Background: an optimization exercise with open tools, aiming at small area. Do not read the settings as production practice. The RTL was checked by simulation tests, not by an equivalence proof against the original design. Power and IR drop assume default switching activity.

==> flow/design.v (excerpt) <==
module exec_core (
	input  logic                clk,
	input  logic                arst_n,
	input  cpu16_pkg::word_t    instr,
	input  logic                instr_valid,
	input  cpu16_pkg::word_t    pc,
	input  cpu16_pkg::word_t    mem_rdata,
	output cpu16_pkg::word_t    mem_addr,
	output cpu16_pkg::word_t    mem_wdata,
	output logic                mem_we,
	output logic                jump_taken,
	output cpu16_pkg::word_t    jump_target,
	output logic                wb_en_o,
	output cpu16_pkg::reg_idx_t wb_idx,
	output cpu16_pkg::word_t    wb_data,
	output cpu16_pkg::flags_t   flags
);
For scale: ~1200 cells after synthesis, roughly 280 flip-flops, ~15000 um2 of cells after synthesis.
clock: 11.0 ns
lec_check: 0
abc_area: 1
cap_margin: 20
core_margin: 2
core_utilization: 40
cts_buf_list: sky130_fd_sc_hd__clkbuf_8
cts_cluster_diameter: 60
cts_cluster_size: 16
setup_slack_margin: 0.3
slew_margin: 20
standard.sh (not shown) runs the stock make flow with config.mk's settings and CLKGATE_MAP_FILE= SYNTH_SCRIPT=/design/flow/synth_recipe.tcl, a recipe that flattens the netlist after the stock synthesis.
==> flow/flow/run.sh <==
#!/bin/bash
# The standard layout, with these changes: ABC maps the logic with an area-oriented script
# (flow/abc.script); the port buffers are the smallest buffer cell; clock tree synthesis adds
# no dummy loads; and after global routing the non-critical gates are downsized.
set -euo pipefail
here=$(pwd)
rm -rf "$here/scripts_own"
cp -r "$FLOW_HOME/scripts" "$here/scripts_own"
cp "$here/flow/abc.script" "$here/scripts_own/abc_area.script"
cp "$here/flow/abc.script" "$here/scripts_own/abc_speed.script"
export SCRIPTS_DIR="$here/scripts_own"
export BUFFER_PORTS_ARGS="-buffer_cell sky130_fd_sc_hd__buf_1"
export CTS_ARGS="-sink_clustering_enable -repair_clock_nets -buf_list sky130_fd_sc_hd__clkbuf_8 -sink_clustering_size 16 -sink_clustering_max_diameter 60 -dont_use_dummy_load"
export RECOVER_POWER=100
bash standard.sh > "$here/layout_make.log" 2>&1
==> flow/flow/abc.script <==
strash
&get -n
&st
&dch
&nf -R 1000
&put
topo
stime -c
buffer -c
upsize -c
dnsize -c
The starting point finished but failed the layout checks on max-capacitance violations, max-slew violations.
Next try:
--- a/flow/flow/run.sh
+++ b/flow/flow/run.sh
@@ -4 +4,2 @@
-# no dummy loads; and after global routing the non-critical gates are downsized.
+# no dummy loads; and after global routing the non-critical gates are downsized
+# and slew and capacitance repaired again (flow/post_grt.tcl).
@@ -14,0 +16 @@
+export POST_GLOBAL_ROUTE_TCL="$here/flow/post_grt.tcl"
==> flow/flow/post_grt.tcl (new file) <==
# After power recovery has downsized gates, repair the slew and capacitance it broke
global_route -start_incremental
repair_design_helper
detailed_placement
global_route -end_incremental
estimate_parasitics -global_routing
report_worst_slack
--- a/flow/config.mk
+++ b/flow/config.mk
@@ -11 +11 @@
-export CORE_UTILIZATION = 40
+export CORE_UTILIZATION = 55
What happened: The changed run completed with no timing, DRC or antenna violations; non-clock buffer count goes up by 4; wire length goes down by 1.3%; critical path depth goes up by 4; count of clock-buffer cells in the layout goes down by 1; via count goes up by 1.2%; core utilization goes up by 17 points; setup slack got worse by 160 ps; total power goes down by 0.41%; clock skew goes down by 18 ps; cell area goes down by 0.59%; global-route usage goes up by 9.0 points.
Next try:
--- a/flow/config.mk
+++ b/flow/config.mk
@@ -11 +11 @@
-export CORE_UTILIZATION = 55
+export CORE_UTILIZATION = 40
@@ -15 +15 @@
-export SETUP_SLACK_MARGIN = 0.3
+export SETUP_SLACK_MARGIN = 0.05
Effect:
- The changed run ran to the end with no violations
- register-to-register slack is worse by 80 ps
- via count decreases by 0.70%
- cell area increases by 0.89%
- sequential share of layout area decreases by 0.46 points
- worst setup slack is better by 73 ps
- hold slack is worse by 13 ps
- routed wire length increases by 1.6%
- power increases by 0.40%
- cell count increases by 8.0%
- count of clock-buffer cells in the layout increases by 1
- maximum frequency increases by 0.70%
Next try:
--- a/flow/config.mk
+++ b/flow/config.mk
@@ -11 +11 @@
-export CORE_UTILIZATION = 40
+export CORE_UTILIZATION = 30
@@ -15 +15 @@
-export SETUP_SLACK_MARGIN = 0.05
+export SETUP_SLACK_MARGIN = 0.3
Result:
- die area is higher by about 33%
- count of clock-buffer cells in the layout rises by 1
- via count went down by about 0.8%
- total power is higher by about 0.7%
- design area climbs by about 1%
- routed wire length grows by about 3%
Next try:
--- a/flow/flow/run.sh
+++ b/flow/flow/run.sh
@@ -14 +14 @@
-export CTS_ARGS="-sink_clustering_enable -repair_clock_nets -buf_list sky130_fd_sc_hd__clkbuf_8 -sink_clustering_size 16 -sink_clustering_max_diameter 60 -dont_use_dummy_load"
+export CTS_ARGS="-sink_clustering_enable -repair_clock_nets -buf_list sky130_fd_sc_hd__clkbuf_8 -sink_clustering_size 19 -sink_clustering_max_diameter 70 -dont_use_dummy_load"
--- a/flow/config.mk
+++ b/flow/config.mk
@@ -11 +11 @@
-export CORE_UTILIZATION = 30
+export CORE_UTILIZATION = 40
Outcome: Final cell count drops by a little under a tenth. Worst setup slack is better by 31 ps. Wire length went down by a few percent. Via count hardly moves. Worst hold slack hardly moves. Clock-buffer cell count came out lower by 5. Clock skew goes up by 38 ps. Die area went down by a quarter to a third. Cell area shrinks slightly.
Next try:
--- a/flow/flow/run.sh
+++ b/flow/flow/run.sh
@@ -14 +14 @@
-export CTS_ARGS="-sink_clustering_enable -repair_clock_nets -buf_list sky130_fd_sc_hd__clkbuf_8 -sink_clustering_size 19 -sink_clustering_max_diameter 70 -dont_use_dummy_load"
+export CTS_ARGS='-sink_clustering_enable -repair_clock_nets -buf_list {sky130_fd_sc_hd__clkbuf_4 sky130_fd_sc_hd__clkbuf_8} -sink_clustering_size 10 -sink_clustering_max_diameter 50 -dont_use_dummy_load'
The changed run finished with timing, DRC and antenna clean.
Critical path depth stays the same.
Cell count increases by 0.74%.
Synthesized cell count is unchanged.
Area after synthesis is unchanged.

========
Setup of build 22:
Another version of the RTL of exec_core (not shown whole).
For scale: roughly 280 flip-flops, ~130 I/O pins, ~0.015 mm² of cells after synthesis.
clock: 11.0 ns
lec_check: 0
abc_area: 1
cap_margin: 20
core_margin: 2
core_utilization: 40
cts_buf_list: sky130_fd_sc_hd__clkbuf_8
cts_cluster_diameter: 60
cts_cluster_size: 16
gpl_timing_driven: 0
setup_slack_margin: 0.0
slew_margin: 20
==> flow/flow/run.sh <==
#!/bin/bash
# The standard layout, with two changes: ABC maps the logic with an area-oriented script
# (flow/abc.script), and the port buffers are the smallest buffer cell.
set -euo pipefail
here=$(pwd)
rm -rf "$here/scripts_own"
cp -r "$FLOW_HOME/scripts" "$here/scripts_own"
cp "$here/flow/abc.script" "$here/scripts_own/abc_area.script"
cp "$here/flow/abc.script" "$here/scripts_own/abc_speed.script"
export SCRIPTS_DIR="$here/scripts_own"
export BUFFER_PORTS_ARGS="-buffer_cell sky130_fd_sc_hd__buf_1"
bash standard.sh > "$here/layout_make.log" 2>&1
Scripts as last shown in full above: flow/flow/abc.script
Build 22 finished every step from synthesis to the final layout, and the layout passed the timing, DRC and antenna checks.
Relative to build 22, the following input files were edited for build 65:
==> flow/flow/abc.script <==
strash
&get -n
&st
&dch
&nf -R 1000
&put
--- a/flow/config.mk
+++ b/flow/config.mk
@@ -8,3 +8,3 @@
 export ABC_AREA = 1
-export CAP_MARGIN = 20
+export CAP_MARGIN = 0
 export CORE_MARGIN = 2
@@ -14,4 +14,3 @@
 export CTS_CLUSTER_SIZE = 16
-export GPL_TIMING_DRIVEN = 0
-export SETUP_SLACK_MARGIN = 0.0
-export SLEW_MARGIN = 20
+export SETUP_SLACK_MARGIN = 0.3
+export SLEW_MARGIN = 0
Results
Summary of build 65 over build 22: power attributed to the clock group increased by about 11% relative to the old numbers, arrival time of data at the critical path endpoint decreased by 0.37 ns relative to the old numbers, part of the power in the clock network increased by 2.1 points relative to the old numbers, total negative slack for setup checks closely matched the old numbers.
Build 65: combinational share of power lower than build 22
Build 65 vs build 22, source of the critical timing path: instr[9] vs instr[8]
Compared with build 22, build 65 shows wire length lower by about 4%.
Compare build 65 and build 22 | via total after detailed routing higher: build 22
[inputs] build 87 vs build 65
--- a/flow/flow/abc.script
+++ b/flow/flow/abc.script
@@ -6 +6,6 @@
 &put
+topo
+stime -c
+buffer -c
+upsize -c
+dnsize -c
--- a/flow/config.mk
+++ b/flow/config.mk
@@ -8,3 +8,3 @@
 export ABC_AREA = 1
-export CAP_MARGIN = 0
+export CAP_MARGIN = 20
 export CORE_MARGIN = 2
@@ -15,2 +15,2 @@
 export SETUP_SLACK_MARGIN = 0.3
-export SLEW_MARGIN = 0
+export SLEW_MARGIN = 20
--- outcome ---
- The number of placed instances with taps included of build 87 is higher than that of build 65.
- Build 87 consumes more power than build 65 does.
- Looking at via count of the first global-routing pass across build 65 and build 87, the one that comes out higher is build 65.
- On build 87: core region area is about 3% higher than what build 65 gave.
- Net count after synthesis, build 65 and build 87: higher on build 87
- The number of non-filler instances in the completed layout in build 87 was higher than what build 65 gave.
- The lower core utilization of build 65 and build 87 is in build 87.
- Non-clock buffering overhead in the final layout: build 87 vs build 65, no meaningful difference
- Summary: with build 65 as the reference, logic depth of the worst path, buffers included in build 87 moved down by a little under 10%.

-- separate check: timing with driven ports --
The flow's constraints put no driver on any port. The routed layouts listed below were extracted and timed again, unchanged, in two steps. Step 1 assumes that a clkbuf_16 drives the clock port and a buf_2 every other input. Step 2, shift: input delay + t, output delay - t, t = (earliest + latest rising clock arrival at the registers) / 2. This alone moves slack from input paths to output paths. Three values: ideal ports, drivers, drivers and shift; two values: the first two.
| run | t (ns) | slack for setup (ns) | worst setup path after step 2 | slew at the worst register clock pin (ns) | worst data-port slew with drivers (ns) |
|---|---|---|---|---|---|
| the first run of note 1 | 0.582 | 0.548 / 0.517 / 0.517 | input to output | 0.10 / 0.10 | 0.05 |
| the second run of note 1 | 0.575 | 0.386 / 0.355 / 0.355 | input to output | 0.10 / 0.10 | 0.05 |
| the third run of note 1 | 0.583 | 0.459 / 0.436 / 0.436 | input to output | 0.10 / 0.10 | 0.05 |
| the fourth run of note 1 | 0.599 | 0.500 / 0.459 / 0.459 | input to output | 0.10 / 0.10 | 0.05 |
| the fifth run of note 1 | 0.579 | 0.531 / 0.500 / 0.500 | input to output | 0.12 / 0.12 | 0.05 |
| the sixth run of note 1 | 0.617 | 0.549 / 0.518 / 0.518 | input to output | 0.08 / 0.08 | 0.05 |
| build 22 | 0.600 | 0.364 / 0.337 / 0.337 | input to output | 0.11 / 0.11 | 0.04 |
| build 65 | 0.590 | 0.730 / 0.710 / 0.710 | input to output | 0.11 / 0.11 | 0.05 |
| build 87 | 0.602 | 0.689 / 0.667 / 0.667 | input to output | 0.10 / 0.10 | 0.05 |
The setup slack of the fourth run of note 1, which loses most, moves by -0.041 ns with the drivers and by -0.041 ns with both steps.
